Context: an optimization exercise on an open-source flow, tuned for small area, a short achievable clock period and few clock cycles. The choices shown serve that exercise and are no tape-out recipe. Only simulation tests tie the RTL to the original design; equivalence was not proved. Power and IR drop assume default switching activity.

==> build 55 <==
Design grid_cell_shape_membership_core, start of the top module:
module grid_cell_shape_membership_core
(
  input  logic                 clk,
  input  logic                 rst,
  input  logic                 cfg_valid,
  output logic                 cfg_ready,
  input  logic [gcsm_pkg::CFG_IDX_W-1:0] cfg_index,
  input  logic [gcsm_pkg::VALUE_W-1:0]   cfg_data,
  input  logic                 in_valid,
  output logic                 in_ready,
  input  logic [gcsm_pkg::COORD_W-1:0]   cell_x,
  input  logic [gcsm_pkg::COORD_W-1:0]   cell_y,
  output logic                 out_valid,
  input  logic                 out_ready,
  output logic [gcsm_pkg::COORD_W-1:0]   out_x,
  output logic [gcsm_pkg::COORD_W-1:0]   out_y,
  output logic [gcsm_pkg::MARK_W-1:0]    mark,
  output logic signed [gcsm_pkg::VALUE_W-1:0] write_value,
  output logic                 shape_fits
);
Settings: LEC_CHECK=0, CAP_MARGIN=20, CORE_MARGIN=2, CORE_UTILIZATION=40, SETUP_SLACK_MARGIN=3.7, SLEW_MARGIN=20; clock period 7.0 ns.
run.sh (not shown) runs the stock make flow with config.mk's settings and CLKGATE_MAP_FILE= SYNTH_SCRIPT=/design/flow/synth_recipe.tcl, a recipe that flattens the netlist after the stock synthesis.
==> build 75: changes against build 55 <==
--- a/flow/design.v
+++ b/flow/design.v
@@ -69,17 +69,16 @@
       c = (a[i] & b[i]) | (a[i] & c) | (b[i] & c);
     end
     radd6[6] = c;
   endfunction
   logic [KIND_W-1:0]         shape_kind;
   logic [COORD_W-1:0]        reg_a, reg_b, reg_c, reg_d;
   logic [COORD_W-1:0]        grid_x_last, grid_y_last;
   logic [VALUE_W-1:0]        fill_value;
-  logic                      fill_ok;
   logic [VALUE_W-1:0]        wdata;
   logic [COORD_W-1:0]        wgrid;
   logic [7:0]                wen;
   assign cfg_ready = 1'b1;
   always_comb begin
     wdata = rst ? '0 : cfg_data;
     wgrid = rst ? GRID_LAST_RESET : cfg_data[COORD_W-1:0];
     for (int i = 0; i < 8; i++) wen[i] = rst || (cfg_valid && cfg_index == 3'(i));
@@ -87,18 +86,17 @@
   always_ff @(posedge clk) begin
     if (wen[0]) shape_kind  <= wdata[KIND_W-1:0];
     if (wen[1]) reg_a       <= wdata[COORD_W-1:0];
     if (wen[2]) reg_b       <= wdata[COORD_W-1:0];
     if (wen[3]) reg_c       <= wdata[COORD_W-1:0];
     if (wen[4]) reg_d       <= wdata[COORD_W-1:0];
     if (wen[5]) grid_x_last <= wgrid;
     if (wen[6]) grid_y_last <= wgrid;
-    if (cfg_valid && cfg_index == 3'd7) fill_value <= cfg_data;
-    fill_ok <= !rst && (fill_ok || (cfg_valid && cfg_index == 3'd7));
+    if (wen[7]) fill_value  <= wdata;
   end
   logic is_circ, is_n, is_s, is_e, is_w, is_rect, is_tri, is_ell, is_inacc, is_rt;
   logic shape_ok, fx1, fx2, fy1, fy2, frt;
   logic [COORD_W:0]   a_plus_cx, b_plus_ry, a_plus_b;
   logic [COORD_W-1:0] ry, cxn, cyn, k1n, k2n, xlo, xhi, ylo, yhi;
   logic               a_lt_b, c_lt_d;
   always_comb begin
     is_n     = shape_kind == KIND_HALF_N;
@@ -145,87 +143,72 @@
     frt_q  <= frt;
     fits_q <= (is_circ || is_ell) ? (fx1_q && fx2_q && fy1_q && fy2_q) :
               is_rt ? frt_q : 1'b1;
     k1     <= k1n;
     k2     <= k2n;
     cx     <= cxn;
     cy     <= cyn;
   end
-  logic blocked, leave, again, fire, geo_q, head_q;
-  logic v1, v2, v3, h1, h2, h3;
-  logic [COORD_W-1:0] x3, y3;
-  assign blocked  = out_valid && !out_ready;
-  assign leave    = v3 && !blocked && (!head_q || h3);
-  assign again    = v3 && !leave;
-  assign in_ready = !geo_q && !head_q && !again;
+  logic adv, fire, geo_q, v1, v2, v3;
+  assign adv      = !out_valid || out_ready;
+  assign in_ready = adv && !geo_q;
   assign fire     = in_valid && in_ready;
   always_ff @(posedge clk) begin
     geo_q <= rst || (cfg_valid && cfg_index != 3'd7);
     if (rst) begin
       v1        <= 1'b0;
       v2        <= 1'b0;
       v3        <= 1'b0;
-      h1        <= 1'b0;
-      h2        <= 1'b0;
-      h3        <= 1'b0;
-      head_q    <= 1'b0;
       out_valid <= 1'b0;
-    end else begin
-      v1        <= fire || again;
+    end else if (adv) begin
+      v1        <= fire;
       v2        <= v1;
       v3        <= v2;
-      h1        <= again && (!head_q || h3);
-      h2        <= h1;
-      h3        <= h2;
-      head_q    <= head_q ? !(leave && h3) : again;
-      if (!blocked) out_valid <= leave;
+      out_valid <= v3;
     end
   end
-  logic [COORD_W-1:0] xin, yin;
   logic [COORD_W:0]   dxs, dys;
   logic [COORD_W-1:0] dxm, dym;
-  logic               load;
   always_comb begin
-    xin  = again ? x3 : cell_x;
-    yin  = again ? y3 : cell_y;
-    load = fire || again;
-    dxs  = {1'b0, xin} - {1'b0, cx};
-    dys  = {1'b0, yin} - {1'b0, cy};
-    dxm  = dxs[COORD_W] ? -dxs[COORD_W-1:0] : dxs[COORD_W-1:0];
-    dym  = dys[COORD_W] ? -dys[COORD_W-1:0] : dys[COORD_W-1:0];
+    dxs = {1'b0, cell_x} - {1'b0, cx};
+    dys = {1'b0, cell_y} - {1'b0, cy};
+    dxm = dxs[COORD_W] ? -dxs[COORD_W-1:0] : dxs[COORD_W-1:0];
+    dym = dys[COORD_W] ? -dys[COORD_W-1:0] : dys[COORD_W-1:0];
   end
   logic [COORD_W-1:0] x1, y1, ux, uy;
   logic               sx, sy, zx, zy;
-  assign zx = ux == '0;
-  assign zy = uy == '0;
   always_ff @(posedge clk) begin
-    x1 <= xin;
-    y1 <= yin;
-    ux <= load ? dxm : reg_c;
-    uy <= load ? dym : '0;
-    sx <= load && dxs[COORD_W];
-    sy <= load && dys[COORD_W];
+    if (adv) begin
+      x1 <= cell_x;
+      y1 <= cell_y;
+      ux <= fire ? dxm : reg_c;
+      uy <= fire ? dym : '0;
+      sx <= fire && dxs[COORD_W];
+      sy <= fire && dys[COORD_W];
+      zx <= fire && dxs == '0;
+      zy <= fire && dys == '0;
+    end
   end
   logic half_ok, span_x, span_y, gate;
   logic [11:0] m1, m2;
   always_comb begin
     half_ok = !((is_n && sy) || (is_s && !sy && !zy) ||
                 (is_e && sx) || (is_w && !sx && !zx));
     span_x  = le6(xlo, x1) && le6(x1, xhi);
     span_y  = le6(ylo, y1) && le6(y1, yhi);
     gate = shape_ok && (is_circ ? half_ok : (is_rt ? (span_x && span_y) : 1'b1));
   end
   gcsm_mulk u_m1 (.k(k1), .u(ux), .p(m1));
   gcsm_mulk u_m2 (.k(k2), .u(uy), .p(m2));
   logic [COORD_W-1:0] x2, y2;
   logic [11:0]        m1q, m2q;
   logic               gate2, thr2;
   always_ff @(posedge clk) begin
-    begin
+    if (adv) begin
       x2    <= x1;
       y2    <= y1;
       m1q   <= m1;
       m2q   <= m2;
       gate2 <= gate;
       thr2  <= !v1;
     end
   end
@@ -233,20 +216,21 @@
   logic        is_ce, pass;
   gcsm_sqrows u_sq (.a(m1q[9:0]), .b(m2q[9:0]), .r0(rowa), .r1(rowb));
   always_comb begin
     is_ce = is_circ || is_ell;
     pass  = fits_q && gate2 &&
             (is_tri ? le13({m1q, 1'b0}, {1'b0, m2q}) : 1'b1) &&
             !(is_ce && (m1q[11:10] != 2'd0 || m2q[11:10] != 2'd0));
   end
+  logic [COORD_W-1:0] x3, y3;
   logic [20:0]        rowa_q, rowb_q;
   logic               pass3, thr3;
   always_ff @(posedge clk) begin
-    begin
+    if (adv) begin
       x3     <= x2;
       y3     <= y2;
       rowa_q <= rowa;
       rowb_q <= rowb;
       pass3  <= pass;
       thr3   <= thr2;
     end
   end
@@ -262,28 +246,28 @@
       q = (i < 21) ? rowb_q[i] : 1'b0;
       csa_s[i] = p ^ q ^ thr_n[i];
       csa_c[i] = (p & q) | (p & thr_n[i]) | (q & thr_n[i]);
     end
     sdiff = csa_s + {csa_c[20:0], sub_e};
     hit   = pass3 && (!is_ce || sdiff[21]);
   end
   always_ff @(posedge clk) begin
-    if (thr3) thr <= sdiff[19:0];
+    if (adv && thr3) thr <= sdiff[19:0];
   end
   logic hit_q;
   always_ff @(posedge clk) begin
-    if (!blocked) begin
+    if (adv) begin
       out_x <= x3;
       out_y <= y3;
       hit_q <= hit;
     end
   end
   assign mark        = {hit_q && is_inacc, hit_q && !is_inacc};
-  assign write_value = (hit_q && fill_ok) ? fill_value : '0;
+  assign write_value = hit_q ? fill_value : '0;
   assign shape_fits  = fits_q;
 endmodule
 module gcsm_mulk (input logic [5:0] k, input logic [5:0] u,
                   output logic [11:0] p);
   wire mk_t1 = (k[0] & u[4]) ^ (k[1] & u[3]);
   wire mk_t2 = (k[0] & u[4]) & (k[1] & u[3]);
   wire mk_t3 = (k[0] & u[5]) ^ (k[1] & u[4]) ^ (k[2] & u[3]);
   wire mk_t4 = ((k[0] & u[5]) & (k[1] & u[4])) | ((k[2] & u[3]) & ((k[0] & u[5]) ^ (k[1] & u[4])));
==> flow/config.mk (replaced) <==
export PLATFORM = sky130hd
export DESIGN_NAME = grid_cell_shape_membership_core
export DESIGN_NICKNAME = grid_cell_shape_membership_core
export VERILOG_FILES = /design/flow/design.v
export SDC_FILE = /design/flow/constraint.sdc
export NUM_CORES = 4
export LEC_CHECK = 0
export CAP_MARGIN = 0
export CORE_MARGIN = 2
export CORE_UTILIZATION = 40
export SETUP_SLACK_MARGIN = 3.7
export SLEW_MARGIN = 0
export TNS_END_PERCENT = 5
==> qor summary <==
metric	build 75	build 55
Total Routed Length	42,000 microns	40,600 microns
Internal power summed over all cells	4.26 mW	3.89 mW
GPL Wtd Cong	0.906	0.923
Final cell count without fillers	2,444	2,371
Worst endpoint data arrival time	3880 ps	2080 ps
Post-synthesis net count	1,957	1,937
Largest stage delay on the critical path	490 ps	140 ps
Area of combinational cells with multiple inputs	9810 sq um	9820 sq um
Global Route Usage Sum	18.4%	19.0%
Via density per instance	5.02	5.07
Global Route met1 Usage	24.3%	26.2%
Worst setup path endpoint	gate2	in_ready
Part of the power in combinational logic	41.2%	40.6%
Synthesized flop and latch total	259	262
Seq. pwr	2.22 mW	2.10 mW
DP Wirelength	30,400 microns	29,200 microns
WHS	418 ps	324 ps
Multiplexer fraction of the synthesized cell area	1.12%	1.87%
Layout cell share with drive strength beyond 1	12.9%	15.4%
Number of sinks on the clock net	259	262
Result of the run	finished clean	finished clean
Testbench counts of build 55, summed over its fixed seeds: cycles 14,784.
Testbench counts of build 75, summed over its fixed seeds: cycles 14,784.

[afterwards: timing with drivers on the ports]
Ports are ideal in the flow. The routed layouts listed here were re-timed in OpenROAD. Step 1: set_driving_cell puts a clkbuf_16 on clk and a buf_2 on each other input, an assumption about the parent block. Step 2 also shifts input and output timing later by t, the mid clock arrival at the registers, as if the neighbouring blocks saw the same clock. a / b / c = ideal ports / drivers / drivers and shift; a / b = the first two.
run	shift t [ns]	setup slack, ns	worst setup path after step 2
build 55	0.636	3.522 / 3.488 / 2.978	input to register
build 75	0.615	3.447 / 3.447 / 3.017	input to register
After both steps every run listed still meets setup and hold. For build 55, which loses most, drivers alone change the setup slack by -0.034 ns; drivers and shift together by -0.544 ns.
